Source: an optimization exercise on an open RTL-to-GDS flow (aim: small area, a short achievable clock period and few clock cycles per item). Production flows keep margins and buffers that such runs may drop.
Where RTL was checked, it was by simulation tests only, not by an equivalence proof against the original.
The RTL of runs 3 to 7 was laid out without a check of its function.
Power is estimated from default activity; no workload was simulated. The flow treats the clock pin as an ideal source, which a real chip does not have.

==> design/flow/constraint.sdc <==
create_clock -name core_clock -period 7.0 [get_ports {i_clk}]
set_input_delay 1.4000 -clock core_clock [delete_from_list [all_inputs] [get_ports {i_clk}]]
set_output_delay 1.4000 -clock core_clock [all_outputs]
set_load 0.01 [all_outputs]
==> design/flow/config.mk <==
export PLATFORM = sky130hd
export DESIGN_NAME = delayed_event_flag_table_unit
export DESIGN_NICKNAME = delayed_event_flag_table_unit
export VERILOG_FILES = /design/flow/design.v
export SDC_FILE = /design/flow/constraint.sdc
export NUM_CORES = 4
export LEC_CHECK = 0
export CAP_MARGIN = 20
export CORE_MARGIN = 2
export CORE_UTILIZATION = 40
export CTS_CLUSTER_DIAMETER = 100
export CTS_CLUSTER_SIZE = 30
export SETUP_SLACK_MARGIN = 4.5
export SLEW_MARGIN = 20
==> design/flow/design.v <==
package defet_pkg;
    localparam int EVENT_COUNT = 256;
    localparam int EVT_IDX_W   = $clog2(EVENT_COUNT);
    localparam int ID_W        = 16;
    localparam int TIME_W      = 32;
    localparam int BND_W       = 9;
    localparam int CFG_IDX_W   = 2;
    localparam int CFG_DATA_W  = 32;
    typedef enum logic [1:0] {
        FUNC_SET   = 2'd0,
        FUNC_CLEAR = 2'd1,
        FUNC_DSET  = 2'd2,
        FUNC_GET   = 2'd3
    } t_func;
    typedef enum logic [CFG_IDX_W-1:0] {
        CFG_LONG_DELAY  = 2'd0,
        CFG_SHORT_DELAY = 2'd1,
        CFG_SHORT_START = 2'd2,
        CFG_NODLY_START = 2'd3
    } t_cfg_reg;
    typedef struct packed {
        logic [TIME_W-1:0] long_delay;
        logic [TIME_W-1:0] short_delay;
        logic [BND_W-1:0]  short_start;
        logic [BND_W-1:0]  nodly_start;
    } t_cfg;
    localparam logic [TIME_W-1:0] LONG_DELAY_RST  = TIME_W'(60000);
    localparam logic [TIME_W-1:0] SHORT_DELAY_RST = TIME_W'(10000);
    localparam logic [BND_W-1:0]  SHORT_START_RST = BND_W'(64);
    localparam logic [BND_W-1:0]  NODLY_START_RST = BND_W'(128);
endpackage
module defet_sub_time (
    input  logic [31:0] i_a,
    input  logic [31:0] i_b,
    output logic [31:0] o_diff
);
    logic [31:0] g [6];
    logic [31:0] p [6];
    always_comb begin
        g[0] = i_a & ~i_b;
        p[0] = i_a | ~i_b;
        g[0][0] = p[0][0];   
        for (int l = 0; l < 5; l++) begin
            for (int i = 0; i < 32; i++) begin
                if (((i >> l) & 1) == 1) begin
                    g[l+1][i] = g[l][i] | (p[l][i] & g[l][((i >> l) << l) - 1]);
                    p[l+1][i] = p[l][i] & p[l][((i >> l) << l) - 1];
                end else begin
                    g[l+1][i] = g[l][i];
                    p[l+1][i] = p[l][i];
                end
            end
        end
        o_diff = i_a ^ ~i_b ^ {g[5][30:0], 1'b1};
    end
endmodule
module defet_gt_time (
    input  logic [31:0] i_a,
    input  logic [31:0] i_b,
    output logic        o_gt
);
    logic [31:0] g [6];
    logic [31:0] p [6];
    always_comb begin
        g[0] = i_a & ~i_b;
        p[0] = i_a | ~i_b;
        for (int l = 0; l < 5; l++) begin
            for (int i = 0; i < 32; i++) begin
                if (i % (2 << l) == (2 << l) - 1) begin
                    g[l+1][i] = g[l][i] | (p[l][i] & g[l][i - (1 << l)]);
                    p[l+1][i] = p[l][i] & p[l][i - (1 << l)];
                end else begin
                    g[l+1][i] = g[l][i];
                    p[l+1][i] = p[l][i];
                end
            end
        end
        o_gt = g[5][31];
    end
endmodule
module defet_cfg_regs (
    input  logic                                i_clk,
    input  logic                                i_rst_n,
    input  logic                                i_cfg_we,
    input  logic [defet_pkg::CFG_IDX_W-1:0]     i_cfg_idx,
    input  logic [defet_pkg::CFG_DATA_W-1:0]    i_cfg_data,
    output defet_pkg::t_cfg                     o_cfg
);
    defet_pkg::t_cfg r_cfg;
    always_ff @(posedge i_clk) begin
        if (!i_rst_n || (i_cfg_we && i_cfg_idx == defet_pkg::CFG_LONG_DELAY)) begin
            r_cfg.long_delay  <= i_rst_n ? i_cfg_data[defet_pkg::TIME_W-1:0] : defet_pkg::LONG_DELAY_RST;
        end
        if (!i_rst_n || (i_cfg_we && i_cfg_idx == defet_pkg::CFG_SHORT_DELAY)) begin
            r_cfg.short_delay <= i_rst_n ? i_cfg_data[defet_pkg::TIME_W-1:0] : defet_pkg::SHORT_DELAY_RST;
        end
        if (!i_rst_n || (i_cfg_we && i_cfg_idx == defet_pkg::CFG_SHORT_START)) begin
            r_cfg.short_start <= i_rst_n ? i_cfg_data[defet_pkg::BND_W-1:0] : defet_pkg::SHORT_START_RST;
        end
        if (!i_rst_n || (i_cfg_we && i_cfg_idx == defet_pkg::CFG_NODLY_START)) begin
            r_cfg.nodly_start <= i_rst_n ? i_cfg_data[defet_pkg::BND_W-1:0] : defet_pkg::NODLY_START_RST;
        end
    end
    assign o_cfg = r_cfg;
endmodule
module defet_flag_table (
    input  logic        i_clk,
    input  logic [3:0]  i_rd_hi,
    input  logic [15:0] i_rd_lo,
    output logic        o_rd_pending,
    output logic        o_rd_holdoff,
    input  logic [7:0]  i_wr_idx,
    input  logic        i_wr_en,
    input  logic        i_wr_all,
    input  logic        i_wr_pending,
    input  logic        i_wr_holdoff
);
    logic [255:0] r_pending;
    logic [255:0] r_holdoff;
    logic [15:0]  hi;
    logic [15:0]  lo;
    logic [15:0]  grp_pending;
    logic [15:0]  grp_holdoff;
    always_comb begin
        for (int g = 0; g < 16; g++) begin
            hi[g] = (i_wr_en && i_wr_idx[7:4] == 4'(g)) || i_wr_all;
            lo[g] = (i_wr_idx[3:0] == 4'(g)) || i_wr_all;
        end
    end
    always_ff @(posedge i_clk) begin
        for (int r = 0; r < 256; r++) begin
            if (hi[r / 16] && lo[r % 16]) begin
                r_pending[r] <= i_wr_pending;
                r_holdoff[r] <= i_wr_holdoff;
            end
        end
    end
    always_comb begin
        for (int g = 0; g < 16; g++) begin
            grp_pending[g] = |(i_rd_lo & r_pending[g*16 +: 16]);
            grp_holdoff[g] = |(i_rd_lo & r_holdoff[g*16 +: 16]);
        end
    end
    assign o_rd_pending = grp_pending[i_rd_hi];
    assign o_rd_holdoff = grp_holdoff[i_rd_hi];
endmodule
import defet_pkg::*;
module delayed_event_flag_table_unit (
    input  logic                              i_clk,
    input  logic                              i_rst_n,
    input  logic                              i_cfg_we,
    input  logic [defet_pkg::CFG_IDX_W-1:0]   i_cfg_idx,
    input  logic [defet_pkg::CFG_DATA_W-1:0]  i_cfg_data,
    input  logic                              i_in_valid,
    output logic                              o_in_stall,
    input  logic [1:0]                        i_func,
    input  logic [defet_pkg::ID_W-1:0]        i_event_id,
    input  logic [defet_pkg::TIME_W-1:0]      i_now_time,
    output logic                              o_out_valid,
    input  logic                              i_out_stall,
    output logic                              o_delivered,
    output logic                              o_in_range
);
    localparam int QD  = 8;        
    localparam int CAP = QD + 1;   
    defet_pkg::t_cfg cfg;
    defet_cfg_regs u_cfg (
        .i_clk      (i_clk),
        .i_rst_n    (i_rst_n),
        .i_cfg_we   (i_cfg_we),
        .i_cfg_idx  (i_cfg_idx),
        .i_cfg_data (i_cfg_data),
        .o_cfg      (cfg)
    );
    logic       r_stall;
    logic [3:0] r_owed;
    logic       r_ov;
    logic       acc;
    logic       take;
    logic [3:0] n_owed;
    assign acc    = i_in_valid && !r_stall;
    assign take   = r_ov && !i_out_stall;
    assign n_owed = r_owed + 4'(acc) - 4'(take);
    always_ff @(posedge i_clk) begin
        if (!i_rst_n) begin
            r_owed  <= '0;
            r_stall <= 1'b0;
        end else begin
            r_owed  <= n_owed;
            r_stall <= (n_owed >= 4'(CAP));
        end
    end
    logic              s0_v;
    logic [1:0]        s0_func;
    logic [7:0]        s0_id;
    logic              s0_inr;
    logic [TIME_W-1:0] s0_now;
    logic [TIME_W-1:0] r_stamp;
    always_ff @(posedge i_clk) begin
        s0_v    <= i_rst_n && acc;
        s0_func <= i_func;
        s0_id   <= i_event_id[7:0];
        s0_inr  <= (i_event_id[15:8] == 8'd0);
        s0_now  <= i_now_time;
    end
    always_ff @(posedge i_clk) begin
        if (!i_rst_n) begin
            r_stamp <= '0;
        end else if (s0_v && s0_inr && s0_func == FUNC_DSET) begin
            r_stamp <= s0_now;
        end
    end
    logic [TIME_W-1:0] el;
    logic              s1_v;
    logic [1:0]        s1_func;
    logic [7:0]        s1_id;
    logic [15:0]       s1_lo;
    logic              s1_inr;
    logic              s1_bs;
    logic              s1_bn;
    logic [TIME_W-1:0] s1_el;
    defet_sub_time u_el (
        .i_a    (s0_now),
        .i_b    (r_stamp),
        .o_diff (el)
    );
    always_ff @(posedge i_clk) begin
        s1_v    <= i_rst_n && s0_v;
        s1_func <= s0_func;
        s1_id   <= s0_id;
        for (int l = 0; l < 16; l++) begin
            s1_lo[l] <= (s0_id[3:0] == 4'(l));
        end
        s1_inr  <= s0_inr;
        s1_bs   <= ({1'b0, s0_id} < cfg.short_start);
        s1_bn   <= ({1'b0, s0_id} < cfg.nodly_start);
        s1_el   <= el;
    end
    logic       ok;
    logic       tb_p;
    logic       tb_h;
    logic       s2_v;
    logic       s2_hit;
    logic       s2_clr;
    logic [1:0] s2_func;
    logic [7:0] s2_id;
    logic       s2_inr;
    logic       s2_bn;
    logic       s2_ok;
    logic       s2_tbp;
    logic       s2_tbh;
    logic       s2_fwd;
    logic       s2_fwp;
    logic       s2_fwh;
    logic       cur_p;
    logic       cur_h;
    logic       ready;
    logic       wr_p;
    logic       wr_h;
    logic       gt_long;
    logic       gt_short;
    defet_gt_time u_gt_long (
        .i_a  (s1_el),
        .i_b  (cfg.long_delay),
        .o_gt (gt_long)
    );
    defet_gt_time u_gt_short (
        .i_a  (s1_el),
        .i_b  (cfg.short_delay),
        .o_gt (gt_short)
    );
    always_comb begin
        if (s1_bs)      ok = gt_long;
        else if (s1_bn) ok = gt_short;
        else            ok = 1'b1;
    end
    assign cur_p = s2_fwd ? s2_fwp : s2_tbp;
    assign cur_h = s2_fwd ? s2_fwh : s2_tbh;
    assign ready = cur_p && (!cur_h || s2_ok);
    always_comb begin
        wr_p = cur_p;
        wr_h = cur_h;
        case (s2_func)
            FUNC_SET:   wr_p = 1'b1;
            FUNC_CLEAR: wr_p = 1'b0;
            FUNC_DSET: begin
                wr_p = 1'b1;
                wr_h = cur_h || s2_bn;
            end
            default: begin
                if (ready) begin
                    wr_p = 1'b0;
                    wr_h = 1'b0;
                end
            end
        endcase
        if (s2_clr) begin
            wr_p = 1'b0;
            wr_h = 1'b0;
        end
    end
    defet_flag_table u_table (
        .i_clk        (i_clk),
        .i_rd_hi      (s1_id[7:4]),
        .i_rd_lo      (s1_lo),
        .o_rd_pending (tb_p),
        .o_rd_holdoff (tb_h),
        .i_wr_idx     (s2_id),
        .i_wr_en      (s2_hit),
        .i_wr_all     (s2_clr),
        .i_wr_pending (wr_p),
        .i_wr_holdoff (wr_h)
    );
    always_ff @(posedge i_clk) begin
        s2_v    <= i_rst_n && s1_v;
        s2_hit  <= i_rst_n && s1_v && s1_inr;
        s2_clr  <= !i_rst_n;
        s2_func <= s1_func;
        s2_id   <= s1_id;
        s2_inr  <= s1_inr;
        s2_bn   <= s1_bn;
        s2_ok   <= ok;
        s2_tbp  <= tb_p;
        s2_tbh  <= tb_h;
        s2_fwd  <= s2_clr || (s2_hit && s1_id == s2_id);
        s2_fwp  <= wr_p;
        s2_fwh  <= wr_h;
    end
    logic [1:0] q_mem [QD];
    logic [3:0] q_wr;
    logic [3:0] q_rd;
    logic       q_empty;
    logic       r_del;
    logic       r_inr;
    assign q_empty = (q_wr == q_rd);
    always_ff @(posedge i_clk) begin
        if (s2_v) begin
            q_mem[q_wr[2:0]] <= {s2_hit && s2_func == FUNC_GET && ready, s2_inr};
        end
        if (!r_ov || !i_out_stall) begin
            {r_del, r_inr} <= q_mem[q_rd[2:0]];
        end
    end
    always_ff @(posedge i_clk) begin
        if (!i_rst_n) begin
            q_wr <= '0;
            q_rd <= '0;
            r_ov <= 1'b0;
        end else begin
            if (s2_v) begin
                q_wr <= q_wr + 4'd1;
            end
            if (!r_ov || !i_out_stall) begin
                r_ov <= !q_empty;
                if (!q_empty) begin
                    q_rd <= q_rd + 4'd1;
                end
            end
        end
    end
    assign o_in_stall  = r_stall;
    assign o_out_valid = r_ov;
    assign o_delivered = r_del;
    assign o_in_range  = r_inr;
endmodule
==> design/flow/run.sh <==
#!/bin/bash
# synth_recipe.tcl (not shown) runs the flow's synth.tcl, then flattens the netlist and writes it again
# the make line also repeats each setting of config.mk as NAME=value (left out here)
make -C /OpenROAD-flow-scripts/flow DESIGN_CONFIG=/design/flow/config.mk WORK_HOME=/design/flow/orfs CLKGATE_MAP_FILE= SYNTH_SCRIPT=/design/flow/synth_recipe.tcl finish
==> summary.md, run 1 <==
| Metric | Value |
|---|---|
| Asr flop ratio synth | `0%` |
| DRT antenna net count | `0` |
| Gpl congestion | `0.8634` |
| Power per cell area | `246.8 nW/µm²` |
| Max-Cap Viols | `0` |
| Peak Freq | `roughly 390 MHz` |
| All-layer global routing usage | `19.37%` |
| Critical path's top delay family | `flip-flops` |
| Yosys cell types | `78` |
| Starting DRC count in detailed routing | `2366` |
| CP cell instances | `buf_2` |
| Crit path buffers/inverters | `1` |
| Synth Cell Area | `31180 µm²` |
| CP endpoint kind | `primary output` |
| Seq cells post-synth | `785` |
| Post-Synthesis Cells | `2298` |
| Pre-Repair DR Iteration Count | `8` |
| Num ports | `93` |
| Final setup violating endpoints | `0` |
| Crit. Startpoint | `r_inr` |
| Max FO, Critical Path | `1` |
| Final Skew | `~27 ps` |
| Core Region | `77340 µm²` |
| # DRC | `0` |
| Antenna violations before repair | `2` |
| Largest net degree at the start of global routing | `258` |
| Std-Cell Rows | `102` |
| Clock root cell | `clkbuf_16` |
| Crit Path Category | `reg2out` |
| R2R cell count | `11` |
| CTS H-Tree Depth | `1` |
| First-pass GRT wire length | `between 100 and 150 mm` |
| Seq/Total Area, Yosys | `70.04%` |
| Pre-CTS setup slack | `around 3500 ps` |
| Rel. slew slack | `17.40%` |
| Leak | `12.14 nW` |
| Synth top cells by count | `edfxtp_1, nor2_1, dfxtp_1` |
| Fin crit share | `36.68%` |
| Worst-Skew Late Latency | `between 600 and 700 ps` |
| Syn. warnings | `9` |
| Total number of vias | `19382` |
| Critical Path RT | `5600 ps` |
| Hold/Removal Path Class | `reg2reg` |
| Hold depth | `0` |
| Most frequent cell after synthesis | `edfxtp_1` |
| Final Critical Period | `2567 ps` |
| Share of Yosys cell area claimed by the top area cell type | `between 50% and 60%` |
| Unrepaired setup endpoints after global routing | `yes` |
| P&R area growth vs syn | `12.12%` |
| EDFF count, synth | `around 600` |
| Reg-to-reg startpoint | `s0_now[0]` |
| Fin nets | `2540` |
| Per-cell routed wire length | `23.21 µm` |
| Clk buf depth | `3` |
| Die Width | `283.2 µm` |
| CP max stage cell | `edfxtp_1` |
| CP Launch Type | `flop` |
| Initial Util | `40.32%` |
| Cell type with the largest total area after synthesis | `edfxtp_1` |
| Final Hold Fails | `0` |
| Hold-fix buffers, CTS | `0` |
| WL final | `79.58 mm` |
| Worst-margin pin slew | `1239 ps` |
| Flop2flop setup slack | `4460 ps` |
| Synth top area cells | `edfxtp_1, dfxtp_1, nor2_1` |
| Critical Path Max Stage Delay | `just under 400 ps` |
| CP arrival | `1170 ps` |
| Syn_nets | `2472` |
| TritonCTS Sinks | `between 700 and 800` |
| Die ar. | `80210 µm²` |
| Final setup margin | `4433 ps` |
| Final Max Tran Viols | `0` |
| Grt total ovfl | `0` |
| TritonCTS clock tree | `built` |
| Post-synth top flop | `edfxtp_1` |
| Dpl hpwl | `46.25 mm` |
| Port-buffer cells | `around 90` |
| Via density | `5.654` |
| Mapped Avg Cell Area | `13.57 µm²` |
| Post-route setup TNS | `0 ps` |
| Max IR drop VDD | `0.1931 mV` |
| Status | `timing/DRC/antenna clean` |
| Vias in the first global route | `19587` |
| Share of cells above drive strength 1 | `under 10%` |
| Crit path to | `o_in_range` |
| Die Ht | `283.2 µm` |
| Worst path depth | `1` |
| Number of antenna diodes | `0` |
| Clk slew on worst S/H paths | `between 100 and 150 ps` |
| R2R Path End | `s1_el[22]` |
| CTS Buf Count | `30` |
==> area by class of cell <==
class	instances	area, µm²
inverters	141	531.8
well taps	1040	1301
clock inverters	3	28.78
clock buffers	51	860.8
flip-flops and latches	785	21870
multi-input cells	1256	8853
fillers	6969	42380
repair buffers	152	1520
==> state kept, by name, indices dropped and copies added, names as in the netlist, 4 cells and up <==
signal and count:
r_owed 4, s2_id 8, u_table.r_holdoff 256, s1_lo 16, q_mem 16, u_table.r_pending 256
s0_id 8, r_stamp 32, s1_id 8, s0_now 32, q_rd 4, u_cfg.r_cfg 82
s1_el 32, q_wr 4
==> layer usage <==
metal / wire [µm] / GRT usage, % / part of all wire [%]
met1: 32740 / 26.34 / 41
met5: 24 / 0 / 0.030
met4: 1768 / 3.836 / 2.2
met2: 39190 / 33.44 / 49
met3: 5857 / 2.440 / 7.4
==> layout by cell type (no fill, tap or decap), drive strengths merged, types with 7 or more instances in the layout <==
cell type and count:
nand3 16, buf 64, a222oi 39, ha 79, nand2b 45, clkbuf 52, inv 144, nand4 43
edfxtp 612, a31oi 13, o211ai 11, clkdlybuf4s50 85, o22ai 9, a211o 11, a221oi 52, and2 34
dfxtp 173, nor2 327, a21oi 82, nand2 101, a2111oi 7, or3 8, nor3 19, a21o 9
xor2 27, nor2b 21, o21ai 25, a22o 51, a22oi 102, xnor2 20, maj3 23
==> what timing repair did <==
| item | CTS | global route |
|---|---|---|
| resized for setup | 74 | 50 |
| pin swaps | 24 | 23 |
| buffers inserted | 11 | 8 |
| cloned | 1 | 0 |
| endpoints found under the setup margin | 111 | 74 |
==> stage by stage <==
stage	utilization [%]	hold slack (ps)	cell area, µm²	power (mW)	std cells
4_1_cts	44.83	340.7	34670	8.661	3420
2_1_floorplan	-	309.6	31220	6.096	2298
5_1_grt	45.21	349.3	34960	8.936	3428
3_3_place_gp	43.30	320.0	33490	6.438	3354
6_report	45.21	338.0	34960	8.628	3428
3_5_place_dp	43.30	320.4	33490	6.466	3354
==> logic make-up after synthesis <==
family	synth area share, %
AOI/OAI and AO/OA	11.03
muxes	0.6340
buffers and inverters	3.262
and+or+nand+nor	9.409
DFF	70.04
adders and majority gates	4.301
xor gates and xnor gates	1.320
==> report_power, final <==
part           internal (mW)  total [mW]  switching, mW
Clock                  0.859        2.23           1.37
Combinational          0.321       0.861          0.540
Sequential              5.39        5.54          0.150
==> worst min path at each step <==
stage | from | end
2_1_floorplan | s1_func[0] | s2_func[0]
3_3_place_gp | s1_func[1] | s2_func[1]
3_5_place_dp | s1_func[0] | s2_func[0]
4_1_cts | s1_func[0] | s2_func[0]
5_1_grt | s1_func[0] | s2_func[0]
6_report | s1_func[0] | s2_func[0]
Testbench counts, summed over its fixed seeds: cycles 25,683, items 24,000.
==> run 2, diff against run 1 <==
--- a/design/flow/config.mk
+++ b/design/flow/config.mk
@@ -8,7 +8,5 @@
 export CAP_MARGIN = 20
 export CORE_MARGIN = 2
 export CORE_UTILIZATION = 40
-export CTS_CLUSTER_DIAMETER = 100
-export CTS_CLUSTER_SIZE = 30
 export SETUP_SLACK_MARGIN = 4.5
 export SLEW_MARGIN = 20
==> run 2 against run 1 <==
- sequential power barely moved
- hold slack got worse by 5.7 ps
- wire length rose by 1.2%
- synthesized area did not move
- critical path type unchanged
- largest cell class unchanged
- largest power group unchanged
==> summary.md, run 2 <==
| Metric | Value |
|---|---|
| Status | `timing/DRC/antenna clean` |
| Final Max Tran Viols | `0` |
| CTS Buf Count | `81` |
| CTS H-Tree Depth | `3` |
| Pre-CTS setup slack | `approximately 3500 ps` |
| Seq cells post-synth | `785` |
| Die ar. | `80210 µm²` |
| Reg-to-reg startpoint | `s0_now[0]` |
| Power per cell area | `292.7 nW/µm²` |
| Rel. slew slack | `15.86%` |
| Per-cell routed wire length | `22.92 µm` |
| Std-Cell Rows | `102` |
| Max FO, Critical Path | `1` |
| Crit path to | `o_in_range` |
| Core Region | `77340 µm²` |
| Die Width | `283.2 µm` |
| Post-Synthesis Cells | `2298` |
| CP endpoint kind | `primary output` |
| Seq/Total Area, Yosys | `70.04%` |
| Critical path's top delay family | `flip-flops` |
| Clock root cell | `clkbuf_16` |
| P&R area growth vs syn | `17.32%` |
| Max-Cap Viols | `0` |
| Non-Filler Instances | `about 3500` |
| Most frequent cells in the layout | `edfxtp_1, nor2_1, dfxtp_1` |
| Flop2flop setup slack | `between 4000 and 5000 ps` |
| End-of-flow core utilization | `47.30%` |
| Final Skew | `27.69 ps` |
| Total number of vias | `19672` |
| Number of antenna diodes | `0` |
| Critical Path Max Stage Delay | `370 ps` |
| Clk slew on worst S/H paths | `approximately 60 ps` |
| Gpl congestion | `0.8634` |
| Leak | `12.94 nW` |
| Largest net degree at the start of global routing | `258` |
| Post-synth top flop | `edfxtp_1` |
| First-pass GRT wire length | `about 120 mm` |
| Worst path depth | `1` |
| Starting DRC count in detailed routing | `2124` |
| CP Launch Type | `flop` |
| R2R cell count | `11` |
| Max IR drop VDD | `0.2213 mV` |
| Clk buf depth | `3` |
| Post-DP Area | `33490 µm²` |
| All-layer global routing usage | `19.85%` |
| Final setup margin | `4454 ps` |
| CP max stage cell | `edfxtp_1` |
| Crit path buffers/inverters | `1` |
| Initial Util | `40.32%` |
| Clk pwr share | `40.2%` |
| Grt total ovfl | `0` |
| CP cell instances | `buf_2` |
| Hold/Removal Path Class | `reg2reg` |
| R2R Path End | `s1_el[22]` |
| TritonCTS Sinks | `785` |
| DRT antenna net count | `0` |
| EDFF count, synth | `612` |
| Commonest non-fill, non-tap cell in the layout | `edfxtp_1` |
| Crit Path Category | `reg2out` |
| Net Sw Frac | `22.85%` |
| Most frequent cell after synthesis | `edfxtp_1` |
| Pre-Repair DR Iteration Count | `7` |
| Antenna violations before repair | `2` |
| Fin area | `around 37000 µm²` |
| Vias in the first global route | `20054` |
| WL final | `80.54 mm` |
| Synth Cell Area | `31180 µm²` |
| Peak Freq | `just under 400 MHz` |
| Unrepaired setup endpoints after global routing | `yes` |
| Share of Yosys cell area claimed by the top area cell type | `58.93%` |
| Syn_nets | `2472` |
| Final Hold Fails | `0` |
| Fin nets | `around 2600` |
| # DRC | `0` |
| Worst-margin pin slew | `1262 ps` |
| Crit. Startpoint | `r_inr` |
| Die Ht | `283.2 µm` |
| Asr flop ratio synth | `0%` |
| Final setup violating endpoints | `0` |
| Post-route setup TNS | `0 ps` |
| Inst Count DP | `3354` |
| Fin crit share | `a little over a third` |
| Worst hold margin | `around 330 ps` |
| Mapped Avg Cell Area | `about 14 µm²` |
| NetSw | `approximately 2.4 mW` |
| Worst-Skew Late Latency | `630 ps` |
| Num ports | `93` |
| Cell type with the largest total area after synthesis | `edfxtp_1` |
| Share of cells above drive strength 1 | `about 11%` |
| Port-buffer cells | `92` |
| Internal power | `8.262 mW` |
| Via density | `5.598` |
| Dpl hpwl | `46.25 mm` |
| CP arrival | `approximately 1200 ps` |
| TritonCTS clock tree | `built` |
| Synth top area cells | `edfxtp_1, dfxtp_1, nor2_1` |
| Tot Pwr | `10.71 mW` |
| Combinational share of power | `about 8%` |
| Synth top cells by count | `edfxtp_1, nor2_1, dfxtp_1` |
| Seq pwr share | `51.9%` |
| Yosys cell types | `78` |
| Final Critical Period | `between 2000 and 3000 ps` |
| Largest regs | `u_table.r_holdoff x256, u_table.r_pending x256, u_cfg.r_cfg x82` |
| Syn. warnings | `9` |
| Critical Path RT | `5600 ps` |
-- run 2: per-layer routing --
metal	track usage (%)	up-vias	routed length, µm
met5	0	-	23
li1	-	8826	-
met2	33.30	851	39470
met4	5.397	4	1941
met1	26.49	9862	33200
met3	3.623	129	5907
-- run 2: cell families after synthesis --
| group | Yosys count | synth area share (%) |
|---|---|---|
| buf+inv | 257 | 3.262 |
| mux | 12 | 0.6340 |
| xor+xnor | 47 | 1.320 |
| simple gates | 640 | 9.409 |
| fa+ha+maj | 108 | 4.301 |
| compound gates | 449 | 11.03 |
| flops | 785 | 70.04 |
-- run 2: power groups by stage --
stage	combinational (mW)	sequential (mW)	clock (mW)
6_report	0.856	5.55	4.30
5_1_grt	0.934	5.58	4.54
3_3_place_gp	0.804	5.63	0
2_1_floorplan	0.512	5.58	0
4_1_cts	0.838	5.55	4.38
3_5_place_dp	0.824	5.64	0
-- run 2: worst min path at each step --
stage	from	to	cells after the start
2_1_floorplan	s1_func[0]	s2_func[0]	0
3_3_place_gp	s1_func[1]	s2_func[1]	0
3_5_place_dp	s1_func[0]	s2_func[0]	0
4_1_cts	s1_func[0]	s2_func[0]	0
5_1_grt	s1_func[0]	s2_func[0]	0
6_report	s1_func[1]	s2_func[1]	0
-- run 2: timing repair --
action	in CTS	in global routing
buffers inserted	5	8
resized for setup	62	47
endpoints found under the setup margin	105	71
hold buffers	0	0
pin swaps	15	14
-- run 2: final cells by class --
class | count | area [µm²]
repair buffers | 145 | 1443
inverters | 141 | 531.8
clock inverters | 39 | 402.9
well taps | 1040 | 1301
multi-input cells | 1256 | 8801
flip-flops and latches | 785 | 21860
clock buffers | 108 | 2242
fillers | 6813 | 40750
==> run 3, diff against run 2 <==
--- a/design/flow/design.v
+++ b/design/flow/design.v
@@ -204,9 +204,7 @@
         s0_now  <= i_now_time;
     end
     always_ff @(posedge i_clk) begin
-        if (!i_rst_n) begin
-            r_stamp <= '0;
-        end else if (s0_v && s0_inr && s0_func == FUNC_DSET) begin
+        if (s0_v && s0_inr && s0_func == FUNC_DSET) begin
             r_stamp <= s0_now;
         end
     end
@@ -337,7 +335,11 @@
         if (s2_v) begin
             q_mem[q_wr[2:0]] <= {s2_hit && s2_func == FUNC_GET && ready, s2_inr};
         end
-        if (!r_ov || !i_out_stall) begin
+    end
+    always_ff @(posedge i_clk) begin
+        if (!i_rst_n) begin
+            {r_del, r_inr} <= '0;
+        end else if (!r_ov || !i_out_stall) begin
             {r_del, r_inr} <= q_mem[q_rd[2:0]];
         end
     end
--- a/design/flow/config.mk
+++ b/design/flow/config.mk
@@ -8,5 +8,7 @@
 export CAP_MARGIN = 20
 export CORE_MARGIN = 2
 export CORE_UTILIZATION = 40
+export CTS_CLUSTER_DIAMETER = 100
+export CTS_CLUSTER_SIZE = 30
 export SETUP_SLACK_MARGIN = 4.5
 export SLEW_MARGIN = 20
==> run 3 against run 2 <==
- still clean
- non-clock buffer count grew 12
- critical path type is now reg2reg
- combinational power rose by 9.1%
- cell area down 4.2%
==> summary.md, run 3 <==
| Metric | Value |
|---|---|
| Status | `timing/DRC/antenna clean` |
| Starting DRC count in detailed routing | `about 2400` |
| Std-Cell Rows | `around 100` |
| All-layer global routing usage | `19.43%` |
| Peak Freq | `375.6 MHz` |
| P&R area growth vs syn | `13.26%` |
| Hold-fix buffers, CTS | `0` |
| Post-DP Area | `33340 µm²` |
| Per-cell routed wire length | `23.28 µm` |
| Post-Synthesis Cells | `2204` |
| Clk slew on worst S/H paths | `110 ps` |
| Rel. slew slack | `18.63%` |
| CTS H-Tree Depth | `1` |
| Final Hold Fails | `0` |
| Max FO, Critical Path | `3` |
| Die Ht | `282.1 µm` |
| R2R Path End | `s1_el[16]` |
| Clock root cell | `clkbuf_16` |
| Fin area | `35030 µm²` |
| Post-route setup TNS | `0 ps` |
| Critical Path RT | `7520 ps` |
| R2R cell count | `11` |
| Post-synth top flop | `edfxtp_1` |
| Cell type with the largest total area after synthesis | `edfxtp_1` |
| Clk buf depth | `3` |
| Reg-to-reg startpoint | `r_stamp[0]` |
| DRT antenna net count | `0` |
| Most frequent cells in the layout | `edfxtp_1, nor2_1, inv_1` |
| Leak | `12.32 nW` |
| Power per cell area | `between 200 and 300 nW/µm²` |
| Antenna violations before repair | `1` |
| Largest net degree at the start of global routing | `258` |
| Multi-input gate area | `8487 µm²` |
| Hold depth | `0` |
| Share of cells above drive strength 1 | `9.575%` |
| Worst hold margin | `approximately 340 ps` |
| Hold/Removal Path Class | `reg2reg` |
| Vias in the first global route | `19054` |
| Most frequent cell after synthesis | `edfxtp_1` |
| Fin nets | `2462` |
| EDFF count, synth | `642` |
| Yosys cell types | `65` |
| End-of-flow core utilization | `45.97%` |
| Final Critical Period | `~2700 ps` |
| TritonCTS clock tree | `built` |
| Via density | `5.616` |
| Syn. warnings | `9` |
| Largest regs | `u_table.r_holdoff x256, u_table.r_pending x256, u_cfg.r_cfg x82` |
| HP Start | `s1_func[1]` |
| Gpl congestion | `between 0.8 and 0.9` |
| Synth top cells by count | `edfxtp_1, nor2_1, dfxtp_1, inv_1, a22oi_1` |
| Syn_nets | `approximately 2400` |
| Fin crit share | `38.04%` |
| Crit Path Category | `reg2reg` |
| Seq cells post-synth | `785` |
| Final Max Tran Viols | `0` |
| First-pass GRT wire length | `116.7 mm` |
| Commonest non-fill, non-tap cell in the layout | `edfxtp_1` |
| Max IR drop VDD | `0.2262 mV` |
| Asr flop ratio synth | `0%` |
| Num ports | `93` |
| Synth Cell Area | `30930 µm²` |
| Share of Yosys cell area claimed by the top area cell type | `62.33%` |
| Grt total ovfl | `0` |
| Unrepaired setup endpoints after global routing | `yes` |
| Number of antenna diodes | `0` |
| CP Launch Type | `flop` |
| Sequential Area | `22170 µm²` |
| Total number of vias | `around 19000` |
| Worst-margin pin slew | `about 1200 ps` |
| Seq/Total Area, Yosys | `approximately 72%` |
| CP arrival | `~3200 ps` |
| Pre-Repair DR Iteration Count | `6` |
| Flop2flop setup slack | `about 4300 ps` |
| Dpl hpwl | `45.42 mm` |
| CP endpoint kind | `flop` |
| Hold worst-path end | `s2_func[1]` |
| Core Region | `76200 µm²` |
| WL final | `77.70 mm` |
| Final setup violating endpoints | `0` |
| Die ar. | `79570 µm²` |
| Mapped Avg Cell Area | `about 14 µm²` |
| CTS Buf Count | `31` |
| # DRC | `0` |
| FILL cells | `between 6000 and 7000` |
| TritonCTS Sinks | `a little under 800` |
| Max-Cap Viols | `0` |
| Final Skew | `29.01 ps` |
| Worst-Skew Late Latency | `650 ps` |
| Port-buffer cells | `92` |
| Synth top area cells | `edfxtp_1, dfxtp_1, nor2_1` |
| Die Width | `282.1 µm` |
| Initial Util | `approximately two fifths` |
-- run 3: logic make-up (layout without fill, tap and decap cells) --
family,after synthesis,count (layout),share of synthesized area [%]
adder cells (fa/ha/maj),109,109,4.393
buffers and inverters,249,353,3.022
AO/OA/AOI/OAI,414,414,10.32
XOR/XNOR,45,45,1.274
AND/OR/NAND/NOR,591,591,8.855
multiplexers,11,11,0.5582
flip-flops,785,785,71.58
-- run 3: routing by layer --
layer	global-route usage, %	vias up	share of wire, %
met2	31.47	800	47
met1	27.32	9438	42
met5	0	-	0
met3	3.279	92	8.7
met4	4.746	0	2.4
li1	-	8415	-
-- run 3: worst max-delay path by stage --
stage	startpoint	to	slack, ps	cells after the start
after global placement	i_out_stall	r_stall	3630	8
after detailed placement	i_cfg_idx[1]	u_cfg.r_cfg[44]	3590	3
final	r_stamp[0]	s1_el[16]	4340	11
after floorplan	s2_fwd	u_table.r_holdoff[0]	1890	4
after global routing	r_stamp[0]	s1_el[16]	4220	11
after CTS	i_cfg_idx[1]	u_cfg.r_cfg[24]	4270	3
-- run 3: metrics by stage --
stage / setup WS, ps / power [mW] / instances
2_1_floorplan: 1891 / 6.166 / 2204
4_1_cts: 4265 / 8.795 / 3320
3_5_place_dp: 3587 / 6.552 / 3260
6_report: 4337 / 8.790 / 3338
3_3_place_gp: 3628 / 6.526 / 3260
5_1_grt: 4219 / 9.097 / 3338
-- run 3: critical path, stage by stage, from the launching register on --
cell	delay [ps]
edfxtp_1	390
ha_2	180
fa_2	370
o21bai_4	190
a31oi_4	140
a31oi_4	280
o21ai_2	100
buf_4	180
a21oi_2	120
nor2_2	60
inv_1	90
fa_2	440
-- run 3: area by class of cell --
cell class | count | share of cell area, %
multi-input cells | 1170 | 24.23
inverters | 143 | 1.532
well taps | 1030 | 3.679
flip-flops and latches | 785 | 63.27
clock inverters | 6 | 0.1750
repair buffers | 157 | 4.639
clock buffers | 47 | 2.475
-- run 3: report_power, final --
group	internal (mW)	switching [mW]	total [mW]
Sequential	5.43	0.156	5.58
Clock	0.881	1.39	2.27
Combinational	0.355	0.579	0.934
Total	6.66	2.13	8.79
-- run 3: timing repair --
action | in CTS | in global routing
endpoints found under the hold margin | 0 | 0
cloned | 0 | 0
endpoints found under the setup margin | 189 | 337
resized for setup | 81 | 59
setup buffers | 7 | 16
pin swaps | 17 | 26
==> run 4, diff against run 3 <==
==> design/flow/flow/run.sh (new file) <==
#!/bin/bash
# The standard layout (the standard.sh: ORFS from the standard synthesis to
# the final layout), with two changes:
#  - the port buffers are sky130_fd_sc_hd__buf_2 cells instead of the delay
#    buffers that buffer_ports picks by default;
#  - clock tree synthesis adds no dummy loads.
# ORFS's own logs stay under orfs/logs; make's output goes to flow.log.
set -euo pipefail
export BUFFER_PORTS_ARGS="-buffer_cell sky130_fd_sc_hd__buf_2"
export CTS_ARGS="-sink_clustering_enable -repair_clock_nets -dont_use_dummy_load"
bash standard.sh > flow.log 2>&1
==> design/flow/standard.sh (new file) <==
#!/bin/bash
# synth_recipe.tcl (not shown) runs the flow's synth.tcl, then flattens the netlist and writes it again
# the make line also repeats each setting of config.mk as NAME=value (left out here)
make -C /OpenROAD-flow-scripts/flow DESIGN_CONFIG=/design/flow/config.mk WORK_HOME=/design/flow/orfs CLKGATE_MAP_FILE= SYNTH_SCRIPT=/design/flow/synth_recipe.tcl "${@:-finish}"
removed: design/flow/run.sh
==> run 4 against run 3 <==
- sequential power about the same
- highest routed layer is now met5
- global-route usage up 0.16 points
- still clean
- clock power is 64% higher
- critical path depth down 1
- critical path type unchanged
==> summary.md, run 4 <==
| Metric | Value |
|---|---|
| CTS H-Tree Depth | `3` |
| Dpl hpwl | `44.32 mm` |
| # DRC | `0` |
| Std-Cell Rows | `101` |
| Cell type with the largest total area after synthesis | `edfxtp_1` |
| Seq/Total Area, Yosys | `71.58%` |
| TritonCTS Sinks | `a little under 800` |
| All-layer global routing usage | `19.59%` |
| Via density | `~5.6` |
| Status | `timing/DRC/antenna clean` |
| Grt total ovfl | `0` |
| Unrepaired setup endpoints after global routing | `yes` |
| Clk buf depth | `3` |
| Worst-Skew Late Latency | `between 600 and 700 ps` |
| Yosys cell types | `65` |
| Clk slew on worst S/H paths | `60 ps` |
| Number of antenna diodes | `0` |
| Core Region | `around 76000 µm²` |
| Hold/Removal Path Class | `reg2reg` |
| Synth top cells by count | `edfxtp_1, nor2_1, dfxtp_1, inv_1, a22oi_1` |
| Critical Path RT | `7520 ps` |
| Commonest non-fill, non-tap cell in the layout | `edfxtp_1` |
| Gpl congestion | `0.8047` |
| Total number of vias | `19076` |
| CP Launch Type | `flop` |
| DRT antenna net count | `0` |
| Port-buffer cells | `between 90 and 100` |
| Starting DRC count in detailed routing | `2450` |
| Max-Cap Viols | `0` |
| Die ar. | `79570 µm²` |
| Max FO, Critical Path | `4` |
| Fin nets | `2523` |
| Post-synth top flop | `edfxtp_1` |
| Initial Util | `40.59%` |
| Tot Pwr | `10.21 mW` |
| Final Skew | `73.68 ps` |
| Share of cells above drive strength 1 | `15.00%` |
| Largest net degree at the start of global routing | `258` |
| Final Hold Fails | `0` |
| P&R area growth vs syn | `15.84%` |
| Final Critical Period | `roughly 2600 ps` |
| CTS Buf Count | `84` |
| Synth Cell Area | `30930 µm²` |
| Mapped Avg Cell Area | `~14 µm²` |
| Fin crit share | `37.27%` |
| WL final | `80.01 mm` |
| Crit Path Category | `reg2reg` |
| Per-cell routed wire length | `23.69 µm` |
| Leak | `12.97 nW` |
| Die Ht | `282.1 µm` |
| Syn_nets | `2378` |
| Syn. warnings | `9` |
| Most frequent cells in the layout | `edfxtp_1, nor2_1, inv_1` |
| Die Width | `~280 µm` |
| Post-route setup TNS | `0 ps` |
| Rel. slew slack | `a little over a fifth` |
| Worst-margin pin slew | `~1200 ps` |
| Final Max Tran Viols | `0` |
| Peak Freq | `383.3 MHz` |
| Asr flop ratio synth | `0%` |
| CP arrival | `3130 ps` |
| First-pass GRT wire length | `116.4 mm` |
| Num ports | `just over 90` |
| Largest regs | `u_table.r_holdoff x256, u_table.r_pending x256, u_cfg.r_cfg x82` |
| Vias in the first global route | `19021` |
| TritonCTS clock tree | `built` |
| Post-Synthesis Cells | `2204` |
| Share of Yosys cell area claimed by the top area cell type | `62.33%` |
| Max IR drop VDD | `0.2102 mV` |
| Seq cells post-synth | `785` |
| CP endpoint kind | `flop` |
| Synth top area cells | `edfxtp_1, dfxtp_1, nor2_1` |
| Clock root cell | `clkbuf_16` |
| Final setup violating endpoints | `0` |
| Antenna violations before repair | `3` |
| End-of-flow core utilization | `between 40% and 50%` |
| Pre-Repair DR Iteration Count | `7` |
| Power per cell area | `285.1 nW/µm²` |
| EDFF count, synth | `~640` |
| Most frequent cell after synthesis | `edfxtp_1` |
run 4: cell counts after synthesis:
Identical to the previous run, type by type.
run 4: final cells by class:
cell class / count / area (µm²)
inverters: 143 / 536.8
clock buffers: 84 / 2102
fillers: 6636 / 40370
repair buffers: 165 / 1308
well taps: 1030 / 1289
multi-input cells: 1170 / 8431
flip-flops and latches: 785 / 22160
run 4: path summary, 6_finish.rpt:
check / startpoint / endpoint / slack, ps / cells after the start
max: r_stamp[0] / s1_el[23] / 4390 / 10
min: s1_func[0] / s2_func[0] / 320 / 0
max reg2reg: r_stamp[0] / s1_el[23] / 4390 / 10
min reg2reg: s1_func[0] / s2_func[0] / 320 / 0
run 4: routing by layer:
metal  share of wire, %  wire length, µm  global-route usage (%)
met1                 42            33290                   26.54
met2                 47            37770                   31.96
met3                8.9             7121                   4.245
met4                2.3             1801                   5.265
met5              0.034               27                       0
run 4: cells by family (layout without fill, tap and decap cells):
group                      count (synthesis)  in the layout  synth area share (%)
adders and majority gates                109            109                 4.393
xor gates and xnor gates                  45             45                 1.274
AOI/OAI and AO/OA                        414            414                 10.32
muxes                                     11             11                0.5582
and+or+nand+nor                          591            591                 8.855
buffers and inverters                    249            392                 3.022
DFF                                      785            785                 71.58
run 4: timing repair:
action,4_1_cts,5_1_grt
endpoints found under the setup margin,53,673
gates cloned,0,5
gates resized for setup,47,74
pin swaps,16,40
hold buffers,0,0
setup buffers,5,21
run 4: worst max-delay path: stages (launching register included):
cell and delay, ps:
edfxtp_1 370, ha_2 180, fa_2 360, o21bai_4 150, a31oi_4 130, a31oi_4 290, o21ai_2 110, nand4b_1 190
a311oi_4 140, o2111ai_1 220, or3b_1 350
run 4: where the power goes:
group	switching, mW	internal, mW	total [mW]
clock network	1.62	2.09	3.72
logic	0.588	0.323	0.910
registers	0.151	5.44	5.59
total	2.36	7.85	10.2
run 4: through the flow:
stage	worst slack [ps]	hold WS (ps)	instance area [µm²]	cells
6_report	4391	320.4	35830	3377
5_1_grt	4272	331.8	35830	3377
4_1_cts	4351	329.3	35230	3349
3_5_place_dp	3920	324.6	32880	3260
3_3_place_gp	3760	319.3	32870	3260
2_1_floorplan	1891	309.6	30970	2204
==> run 5, diff against run 4 <==
==> design/flow/flow/run.sh (replaced) <==
#!/bin/bash
# The standard layout (the standard.sh: ORFS from the standard synthesis to
# the final layout), with two changes:
#  - the port buffers are sky130_fd_sc_hd__buf_2 cells instead of the delay
#    buffers that buffer_ports picks by default;
#  - clock tree synthesis adds no dummy loads (CTS_ARGS replaces ORFS's
#    argument list, so it repeats the clustering settings of config.mk).
# ORFS's own logs stay under orfs/logs; make's output goes to flow.log.
set -euo pipefail
export BUFFER_PORTS_ARGS="-buffer_cell sky130_fd_sc_hd__buf_2"
export CTS_ARGS="-sink_clustering_enable -repair_clock_nets -dont_use_dummy_load -sink_clustering_size 30 -sink_clustering_max_diameter 100"
bash standard.sh > flow.log 2>&1
--- a/design/flow/config.mk
+++ b/design/flow/config.mk
@@ -5,6 +5,7 @@
 export SDC_FILE = /design/flow/constraint.sdc
 export NUM_CORES = 4
 export LEC_CHECK = 0
+export ABC_CLOCK_PERIOD_IN_PS = 2500
 export CAP_MARGIN = 20
 export CORE_MARGIN = 2
 export CORE_UTILIZATION = 40
==> run 5 against run 4 <==
- still clean
- sequential cell count unchanged
- maximum frequency decreased by 0.14%
- critical path depth increased by 1
==> summary.md, run 5 <==
| Metric | Value |
|---|---|
| Status | `timing/DRC/antenna clean` |
| Core Region | `76200 µm²` |
| Critical Path Max Stage Delay | `510 ps` |
| Synth Cell Area | `30930 µm²` |
| Worst path depth | `11` |
| Fin crit share | `37.32%` |
| Seq/Total Area, Yosys | `71.58%` |
| Pre-Repair DR Iteration Count | `7` |
| All-layer global routing usage | `19.04%` |
| Inst Count DP | `3260` |
| R2R cell count | `11` |
| Hold-fix buffers, CTS | `0` |
| Final setup violating endpoints | `0` |
| Starting DRC count in detailed routing | `between 2000 and 2500` |
| Mapped Avg Cell Area | `14.03 µm²` |
| FILL cells | `6790` |
| TritonCTS Sinks | `785` |
| Dpl hpwl | `44.32 mm` |
| Vias in the first global route | `between 15000 and 20000` |
| Worst-Skew Late Latency | `660 ps` |
| Initial Util | `40.59%` |
| Final Skew | `just over 50 ps` |
| End-of-flow core utilization | `45.25%` |
| Clk slew on worst S/H paths | `110 ps` |
| Clk buf depth | `3` |
| Total number of vias | `18745` |
| Number of antenna diodes | `0` |
| Syn. warnings | `9` |
| Non-Filler Instances | `3321` |
| Per-cell routed wire length | `23.39 µm` |
| Grt total ovfl | `0` |
| CP endpoint kind | `flop` |
| Most frequent cells in the layout | `edfxtp_1, nor2_1, inv_1` |
| Max-Cap Viols | `0` |
| Syn_nets | `between 2000 and 2500` |
| Die Ht | `282.1 µm` |
| Final Hold Fails | `0` |
| Post-route setup TNS | `0 ps` |
| Clock root cell | `clkbuf_16` |
| Share of cells above drive strength 1 | `13.09%` |
| CTS H-Tree Depth | `1` |
| R2R Path End | `s1_el[31]` |
| Post-Synthesis Cells | `2204` |
| Crit Path Category | `reg2reg` |
| Asr flop ratio synth | `0%` |
| Commonest non-fill, non-tap cell in the layout | `edfxtp_1` |
| Share of Yosys cell area claimed by the top area cell type | `roughly 62%` |
| CP max stage cell | `or4b_1` |
| Rel. slew slack | `about a fifth` |
| Antenna violations before repair | `4` |
| Port-buffer cells | `between 90 and 100` |
| Max IR drop VDD | `0.2254 mV` |
| HP Start | `s1_func[0]` |
| Final Max Tran Viols | `0` |
| Critical Path RT | `7550 ps` |
| Yosys cell types | `65` |
| EDFF count, synth | `642` |
| # DRC | `0` |
| Worst-margin pin slew | `between 1000 and 1500 ps` |
| Synth top area cells | `edfxtp_1, dfxtp_1, nor2_1` |
| Final Critical Period | `2612 ps` |
| Largest regs | `u_table.r_holdoff x256, u_table.r_pending x256, u_cfg.r_cfg x82` |
| CP cell instances | `ha_4 > or4b_1 > a31o_2 > a21oi_2 > o31ai_2 > buf_4 > a31oi_4 > buf_6 > nor3_4 > a221oi_2 > xnor2_1` |
| CP arrival | `3160 ps` |
| P&R area growth vs syn | `11.47%` |
| Hold/Removal Path Class | `reg2reg` |
| First-pass GRT wire length | `114.2 mm` |
| WL final | `77.67 mm` |
| Worst hold margin | `303.0 ps` |
| Crit path to | `s1_el[31]` |
| Num ports | `between 90 and 100` |
| Die Width | `282.1 µm` |
| Std-Cell Rows | `~100` |
| Largest net degree at the start of global routing | `258` |
| Post-synth top flop | `edfxtp_1` |
| Via density | `5.644` |
| Critical path's top delay family | `compound AO/OA/AOI/OAI gates` |
| Most frequent cell after synthesis | `edfxtp_1` |
| Gpl congestion | `0.8047` |
| CTS Buf Count | `30` |
| CP Launch Type | `flop` |
| Die ar. | `79570 µm²` |
| Tot Pwr | `8.582 mW` |
| Power per cell area | `248.9 nW/µm²` |
| Flop2flop setup slack | `4390 ps` |
| Synth top cells by count | `edfxtp_1, nor2_1, dfxtp_1, inv_1, a22oi_1` |
| Reg-to-reg startpoint | `r_stamp[21]` |
| DRT antenna net count | `0` |
| Max FO, Critical Path | `6` |
| Peak Freq | `382.8 MHz` |
| Leak | `~12 nW` |
| Unrepaired setup endpoints after global routing | `yes` |
| Crit. Startpoint | `r_stamp[21]` |
| Cell type with the largest total area after synthesis | `edfxtp_1` |
| Fin nets | `2467` |
| Crit path buffers/inverters | `2` |
| Seq cells post-synth | `785` |
| TritonCTS clock tree | `built` |
-- run 5: changes by cell type in the layout (fill, tap and decap cells not counted), sizes merged --
cell,delta
buf,+1
clkbuf,-57
-- run 5: final cells by class --
cell class / instances / area [µm²] / area share, %
Sequential cell: 785 / 22160 / 64.27
Multi-Input combinational cell: 1170 / 8483 / 24.60
Tap cell: 1030 / 1289 / 3.738
Timing Repair Buffer: 163 / 1261 / 3.658
Clock buffer: 30 / 750.7 / 2.177
Inverter: 143 / 536.8 / 1.557
-- run 5: stage by stage --
stage	cell area [µm²]	worst slack, ps
after floorplan	30970	1891
after global placement	32870	3760
after detailed placement	32880	3920
after CTS	33900	4386
after global routing	34480	4282
final	34480	4388
-- run 5: how the worst min path moves through the flow --
stage                       endpoint  cells after the start
after global routing      s2_func[1]                      0
final                     s2_func[0]                      0
after global placement    s2_func[0]                      0
after detailed placement  s2_func[1]                      0
after floorplan           s2_func[0]                      0
after CTS                 s2_func[1]                      0
-- run 5: cell families after synthesis --
logic type | count (synthesis) | share of synthesized area [%]
buffers and inverters | 249 | 3.022
adders and majority gates | 109 | 4.393
xor gates and xnor gates | 45 | 1.274
and+or+nand+nor | 591 | 8.855
AOI/OAI and AO/OA | 414 | 10.32
muxes | 11 | 0.5582
DFF | 785 | 71.58
-- run 5: power by group --
part           switching, mW  internal, mW
Sequential             0.150          5.42
Clock                   1.32         0.770
Combinational          0.584         0.330
Total                   2.06          6.52
-- run 5: metal layers --
layer | vias to the layer above | GRT usage, % | wire, µm
met5 | - | 0 | 44
met4 | 6 | 3.710 | 1496
met3 | 95 | 3.238 | 6418
met2 | 760 | 31.61 | 36980
met1 | 9458 | 26.49 | 32730
li1 | 8426 | - | -
-- run 5: worst register-to-register path, cell delays in order (launching register included) --
cell and delay [ps]:
edfxtp_1 440, ha_4 210, or4b_1 510, a31o_2 260, a21oi_2 170, o31ai_2 80
buf_4 160, a31oi_4 190, buf_6 130, nor3_4 30, a221oi_2 240, xnor2_1 140
-- run 5: repair_timing --
| item | CTS | global route |
|---|---|---|
| pin swaps | 10 | 37 |
| endpoints found under the setup margin | 58 | 637 |
| setup buffers | 8 | 19 |
| gates cloned | 0 | 2 |
| gates resized for setup | 49 | 87 |
==> run 6, diff against run 5 <==
--- a/design/flow/config.mk
+++ b/design/flow/config.mk
@@ -5,10 +5,9 @@
 export SDC_FILE = /design/flow/constraint.sdc
 export NUM_CORES = 4
 export LEC_CHECK = 0
-export ABC_CLOCK_PERIOD_IN_PS = 2500
 export CAP_MARGIN = 20
 export CORE_MARGIN = 2
-export CORE_UTILIZATION = 40
+export CORE_UTILIZATION = 55
 export CTS_CLUSTER_DIAMETER = 100
 export CTS_CLUSTER_SIZE = 30
 export SETUP_SLACK_MARGIN = 4.5
==> run 6 against run 5 <==
- first-iteration DRC count decreased by 16%
- wire length decreased by 2.2%
- count of clock-buffer cells in the layout did not move
- cell area decreased by 1.5%
- via count fell by 0.94%
==> summary.md, run 6 <==
| Metric | Value |
|---|---|
| Critical Path Max Stage Delay | `410 ps` |
| Gpl congestion | `0.8264` |
| CP arrival | `approximately 3100 ps` |
| Unrepaired setup endpoints after global routing | `yes` |
| Via density | `6.114` |
| Number of antenna diodes | `0` |
| Syn_nets | `~2400` |
| Fin crit share | `36.44%` |
| Dpl hpwl | `44.97 mm` |
| Largest regs | `u_table.r_holdoff x256, u_table.r_pending x256, u_cfg.r_cfg x82` |
| Commonest non-fill, non-tap cell in the layout | `edfxtp_1` |
| # DRC | `0` |
| Synth top cells by count | `edfxtp_1, nor2_1, dfxtp_1, inv_1, a22oi_1` |
| Critical Path RT | `~7500 ps` |
| CP max stage cell | `edfxtp_1` |
| Share of Yosys cell area claimed by the top area cell type | `62.33%` |
| Core Region | `about 55000 µm²` |
| Total number of vias | `18568` |
| Rel. slew slack | `20.76%` |
| Final setup margin | `4449 ps` |
| Non-Filler Instances | `3037` |
| Leak | `roughly 12 nW` |
| Power per cell area | `251.5 nW/µm²` |
| Net Sw Frac | `23.67%` |
| All-layer global routing usage | `26.21%` |
| TritonCTS clock tree | `built` |
| Initial Util | `55.92%` |
| P&R area growth vs syn | `9.785%` |
| Fin nets | `2465` |
| Inst Count DP | `2981` |
| Synth Cell Area | `30930 µm²` |
| Die Width | `241.1 µm` |
| Antenna violations before repair | `1` |
| Worst-Skew Late Latency | `about 620 ps` |
| Std-Cell Rows | `86` |
| Status | `timing/DRC/antenna clean` |
| Clk buf depth | `3` |
| Internal power | `6.518 mW` |
| Seq/Total Area, Yosys | `a little under three quarters` |
| Pre-Repair DR Iteration Count | `6` |
| Max-Cap Viols | `0` |
| Post-Synthesis Cells | `2204` |
| Die ar. | `about 58000 µm²` |
| Clk slew on worst S/H paths | `110 ps` |
| Synth top area cells | `edfxtp_1, dfxtp_1, nor2_1` |
| Final Skew | `26.04 ps` |
| EDFF count, synth | `642` |
| WL final | `between 70 and 80 mm` |
| First-pass GRT wire length | `112.6 mm` |
| Most frequent cells in the layout | `edfxtp_1, nor2_1, inv_1` |
| CTS Buf Count | `30` |
| Post-synth top flop | `edfxtp_1` |
| CTS H-Tree Depth | `1` |
| CP endpoint kind | `flop` |
| Crit Path Category | `reg2reg` |
| Peak Freq | `slightly below 400 MHz` |
| Max FO, Critical Path | `4` |
| TritonCTS Sinks | `785` |
| FILL cells | `around 4300` |
| Crit path buffers/inverters | `2` |
| Asr flop ratio synth | `0%` |
| Vias in the first global route | `18821` |
| Pre-CTS setup slack | `slightly below 4000 ps` |
| Syn. warnings | `9` |
| DRT antenna net count | `0` |
| Mapped Avg Cell Area | `approximately 14 µm²` |
| Final setup violating endpoints | `0` |
| Grt total ovfl | `0` |
| Largest net degree at the start of global routing | `96` |
| Combinational share of power | `10.5%` |
| End-of-flow core utilization | `about three fifths` |
| Num ports | `93` |
| Critical path's top delay family | `compound AO/OA/AOI/OAI gates` |
| Final Max Tran Viols | `0` |
| Port-buffer cells | `92` |
| Final Critical Period | `2551 ps` |
| Max IR drop VDD | `approximately 0.2 mV` |
| Most frequent cell after synthesis | `edfxtp_1` |
| Seq pwr share | `roughly 65%` |
| Clock root cell | `clkbuf_16` |
| CP Launch Type | `flop` |
| Final Hold Fails | `0` |
| Seq cells post-synth | `approximately 790` |
| Worst-margin pin slew | `1189 ps` |
| NetSw | `2.021 mW` |
| Die Ht | `241.1 µm` |
| Post-route setup TNS | `0 ps` |
| Clk pwr share | `between 20 and 25%` |
| Starting DRC count in detailed routing | `between 2000 and 2500` |
| CP cell instances | `inv_1 > ha_2 > nor2b_4 > o31ai_4 > a31oi_2 > buf_6 > o21ai_4 > nand4b_1 > a311oi_4 > nor4_2 > or3b_1` |
| Per-cell routed wire length | `25.02 µm` |
| Yosys cell types | `65` |
| Share of cells above drive strength 1 | `between 10% and 20%` |
| Hold/Removal Path Class | `reg2reg` |
| Cell type with the largest total area after synthesis | `edfxtp_1` |
==> run 6: cell count changes in the layout (fill, tap and decap cells not counted), moves of 2 or more <==
cell	previous run	this run
a31oi_4	9	7
a2111oi_2	5	3
buf_8	2	0
clkbuf_16	32	30
buf_12	8	5
a221oi_2	7	5
dfxtp_1	133	131
ha_1	72	74
buf_6	18	22
ha_4	3	0
a2111oi_0	4	7
a221oi_1	39	41
dfxtp_2	8	10
a31oi_2	2	4
==> run 6: power groups by stage <==
stage / clock network (mW) / logic [mW] / registers (mW)
after detailed placement: 0 / 0.838 / 5.67
after floorplan: 0 / 0.544 / 5.62
final: 2.07 / 0.895 / 5.57
after global placement: 0 / 0.818 / 5.67
after CTS: 2.12 / 0.868 / 5.57
after global routing: 2.26 / 0.975 / 5.60
==> run 6: layout make-up <==
class	instances	area, µm²	area share, %
sequential	785	22160	65.26
timing repair buffer	161	1174	3.456
clock buffer	30	750.7	2.211
inverter	143	536.8	1.581
multi-input combinational	1170	8399	24.73
tap	748	935.9	2.756
==> run 6: routing by layer <==
metal  part of all wire [%]  vias up  GRT usage, %
met4                    3.1        0         7.744
li1                       -     8405             -
met3                    7.4      109         3.569
met5                      0        -             0
met2                     49      733         44.14
met1                     41     9321         35.79
==> run 6: cell families after synthesis <==
kind of cell	after synthesis	share of synthesized area [%]
and+or+nand+nor	591	8.855
buffers and inverters	249	3.022
muxes	11	0.5582
adders and majority gates	109	4.393
DFF	785	71.58
xor gates and xnor gates	45	1.274
AOI/OAI and AO/OA	414	10.32
==> run 6: final timing paths <==
| kind | slack, ps | end | cells after the start | from |
|---|---|---|---|---|
| setup / recovery | 4450 | s1_el[23] | 11 | r_stamp[4] |
| hold reg to reg | 340 | s2_func[0] | 0 | s1_func[0] |
| setup reg to reg | 4450 | s1_el[23] | 11 | r_stamp[4] |
| hold / removal | 340 | s2_func[0] | 0 | s1_func[0] |
==> run 6: through the flow <==
step / hold slack (ps) / power (mW) / instance area, µm²
global route: 348.2 / 8.833 / 33960
CTS: 342.7 / 8.557 / 33540
global placement: 311.7 / 6.486 / 32510
floorplan: 309.6 / 6.166 / 30970
finish: 339.0 / 8.539 / 33960
detailed placement: 316.7 / 6.512 / 32510
==> run 6: timing repair <==
action                     in CTS  in global routing
pin swaps                      17                 24
resized for setup              55                 45
setup endpoints to repair     195                244
hold endpoints to repair        0                  0
buffers inserted                8                 16
hold buffers                    0                  0
==> run 7, diff against run 6 <==
--- a/design/flow/config.mk
+++ b/design/flow/config.mk
@@ -7,7 +7,7 @@
 export LEC_CHECK = 0
 export CAP_MARGIN = 20
 export CORE_MARGIN = 2
-export CORE_UTILIZATION = 55
+export CORE_UTILIZATION = 70
 export CTS_CLUSTER_DIAMETER = 100
 export CTS_CLUSTER_SIZE = 30
 export SETUP_SLACK_MARGIN = 4.5
==> run 7 against run 6 <==
- maximum frequency shrank 2.6%
- setup slack lost 68 ps
- non-clock buffer count grew 7
- largest power group unchanged
- highest routed layer unchanged
==> summary.md, run 7 <==
| Metric | Value |
|---|---|
| Post-DP Area | `between 30000 and 40000 µm²` |
| Starting DRC count in detailed routing | `2689` |
| End-of-flow core utilization | `77.06%` |
| Crit Path Category | `reg2reg` |
| Die Width | `roughly 210 µm` |
| Fin crit share | `37.41%` |
| CTS Buf Count | `30` |
| EDFF count, synth | `642` |
| Simple-Gate Fraction of Synth Area | `8.855%` |
| Die ar. | `45880 µm²` |
| Largest regs | `u_table.r_holdoff x256, u_table.r_pending x256, u_cfg.r_cfg x82` |
| Grt total ovfl | `0` |
| P&R area growth vs syn | `9.454%` |
| Worst-margin pin slew | `between 1000 and 1500 ps` |
| Num ports | `93` |
| Fin nets | `2472` |
| Core Region | `43930 µm²` |
| Seq cells post-synth | `785` |
| Leak | `12.28 nW` |
| Critical Path RT | `7560 ps` |
| Peak Freq | `381.9 MHz` |
| Largest net degree at the start of global routing | `257` |
| Post-Synthesis Cells | `2204` |
| Final Max Tran Viols | `0` |
| Tot Pwr | `approximately 8.5 mW` |
| Hold-fix buffers, CTS | `0` |
| Clock root cell | `clkbuf_16` |
| Max-Cap Viols | `0` |
| Power per cell area | `250.9 nW/µm²` |
| Yosys cell types | `65` |
| Final Critical Period | `2619 ps` |
| Mapped Avg Cell Area | `14.03 µm²` |
| DRT antenna net count | `0` |
| Unrepaired setup endpoints after global routing | `yes` |
| Vias in the first global route | `19065` |
| Number of antenna diodes | `0` |
| First-pass GRT wire length | `approximately 110 mm` |
| CP Launch Type | `flop` |
| Fin area | `33860 µm²` |
| Port-buffer cells | `a little over 90` |
| WL final | `about 73 mm` |
| Antenna violations before repair | `0` |
| Mux share of post-synthesis cell area | `less than 1%` |
| CTS H-Tree Depth | `1` |
| All-layer global routing usage | `31.16%` |
| Synth top area cells | `edfxtp_1, dfxtp_1, nor2_1` |
| Synth top cells by count | `edfxtp_1, nor2_1, dfxtp_1, inv_1, a22oi_1` |
| Final Skew | `63.72 ps` |
| Worst-Skew Late Latency | `620 ps` |
| Share of Yosys cell area claimed by the top area cell type | `62.33%` |
| Post-synthesis xor/xnor area fraction | `1.274%` |
| # DRC | `0` |
| Rel. slew slack | `20.55%` |
| Final setup violating endpoints | `0` |
| Share of cells above drive strength 1 | `12.98%` |
| Commonest non-fill, non-tap cell in the layout | `edfxtp_1` |
| Die Ht | `between 200 and 250 µm` |
| Post-synth top flop | `edfxtp_1` |
| CP endpoint kind | `flop` |
| Max FO, Critical Path | `3` |
| Clk slew on worst S/H paths | `110 ps` |
| TritonCTS clock tree | `built` |
| Final Hold Fails | `0` |
| Cell type with the largest total area after synthesis | `edfxtp_1` |
| Most frequent cell after synthesis | `edfxtp_1` |
| Total number of vias | `18932` |
| Seq/Total Area, Yosys | `between 70% and 80%` |
| Asr flop ratio synth | `0%` |
| Initial Util | `70.41%` |
| Largest family of logic cells by synthesized area | `compound AO/OA/AOI/OAI gates` |
| Std-Cell Rows | `77` |
| Most frequent cells in the layout | `edfxtp_1, nor2_1, inv_1` |
| Syn_nets | `roughly 2400` |
| Hold/Removal Path Class | `reg2reg` |
| Gpl congestion | `0.8554` |
| Syn. warnings | `9` |
| CP arrival | `around 3200 ps` |
| TritonCTS Sinks | `roughly 790` |
| Via density | `6.555` |
| Post-route setup TNS | `0 ps` |
| Synth Cell Area | `approximately 31000 µm²` |
| Max IR drop VDD | `0.2016 mV` |
| Clk buf depth | `3` |
| Status | `timing/DRC/antenna clean` |
| Post-Synth Adder-Cell Area | `4.393%` |
| Pre-Repair DR Iteration Count | `8` |
| Dpl hpwl | `41.77 mm` |
| Compound-gate portion of the synthesized area | `roughly a tenth` |
| Per-cell routed wire length | `25.33 µm` |
==> run 7: cell count changes in the layout (fill, tap and decap cells not counted), moves of 3 or more <==
cell / change
a21oi_2: -3
a31oi_2: -3
o31ai_2: -3
a21oi_4: +3
o21ai_2: +3
o21ai_4: -3
==> run 7: area by class of cell <==
cell class	count	area [µm²]
clock buffers	30	750.7
repair buffers	168	1269
multi-input cells	1170	8397
inverters	143	536.8
well taps	592	740.7
fillers	2689	10080
flip-flops and latches	785	22160
==> run 7: worst paths after layout <==
check / from / to / slack, ps / depth (start not counted)
max: r_stamp[23] / s1_el[31] / 4380 / 10
min: s1_func[0] / s2_func[0] / 350 / 0
max reg2reg: r_stamp[23] / s1_el[31] / 4380 / 10
min reg2reg: s1_func[0] / s2_func[0] / 350 / 0
==> run 7: cell families (layout without fill, tap and decap cells) <==
group / Yosys count / in the layout
DFF: 785 / 785
and+or+nand+nor: 591 / 591
AOI/OAI and AO/OA: 414 / 414
buffers and inverters: 249 / 341
adders and majority gates: 109 / 109
xor gates and xnor gates: 45 / 45
muxes: 11 / 11
==> run 7: timing repair <==
item                                    CTS  global route
cloned                                    0             2
resized for setup                        48            69
buffers inserted                         12            20
endpoints found under the setup margin  183           170
pin swaps                                16            29
==> run 7: critical path, cell delays in order (launching register included) <==
cell and delay (ps):
edfxtp_1 440, ha_4 200, or4b_1 540, a31o_2 270
a21oi_4 190, o31ai_4 120, a31oi_4 200, buf_4 140
nor3_2 30, a221oi_2 260, xnor2_1 150
==> run 7: power by group <==
| part | internal, mW | total [mW] | leakage, nW | switching [mW] |
|---|---|---|---|---|
| logic | 0.321 | 0.884 | 4.51 | 0.563 |
| clock network | 0.770 | 2.04 | 0.370 | 1.27 |
| registers | 5.42 | 5.57 | 7.39 | 0.147 |
| total | 6.52 | 8.49 | 12.3 | 1.98 |
==> run 7: metrics by stage <==
stage	worst slack [ps]	hold slack, ps	cells
floorplan	1891	309.6	2204
global placement	3988	316.4	2824
detailed placement	3881	318.4	2824
CTS	4311	345.0	2866
global route	4259	353.0	2888
finish	4381	345.5	2888
==> run 7: routing by layer <==
metal  track usage (%)  routed length (µm)  part of all wire, %  up-vias
li1                  -                   -                    -     8418
met1             40.96               26590                   36     9278
met2             53.56               36150                   49     1043
met3             4.567                7215                  9.9      193
met4             11.37                3189                  4.4        0
met5                 0                   0                    0        -

afterwards: timing with drivers on the ports:
In the flow no input, the clock included, has a driving cell. The finished layouts below were timed again as built, in two steps.
Step 1, drivers: a clkbuf_16 drives i_clk and a buf_2 each remaining input, both assumed.
Step 2 adds t to the input delays and takes it off the output delays; t is the mean of the earliest and latest rising clock arrival at the registers after step 1. Input paths then give back, and output paths get back, about the clock's delay inside the block.
Slacks: no drivers / after step 1 / after step 2; pairs: no drivers / after step 1.
run | t, ns | slack for setup (ns) | pins driven straight from the clock port
run 1 | 0.690 | 4.433 / 4.368 / 3.970 | 1
run 2 | 0.682 | 4.454 / 4.389 / 3.944 | 1
run 3 | 0.696 | 4.337 / 4.337 / 3.911 | 1
run 4 | 0.661 | 4.391 / 4.391 / 3.985 | 1
run 5 | 0.689 | 4.388 / 4.388 / 3.969 | 1
run 6 | 0.673 | 4.449 / 4.449 / 3.963 | 1
run 7 | 0.651 | 4.381 / 4.381 / 4.048 | 1
After both steps every run listed still meets setup and hold. The setup slack of run 2, which loses most, moves by -0.065 ns with the drivers and by -0.510 ns with both steps.
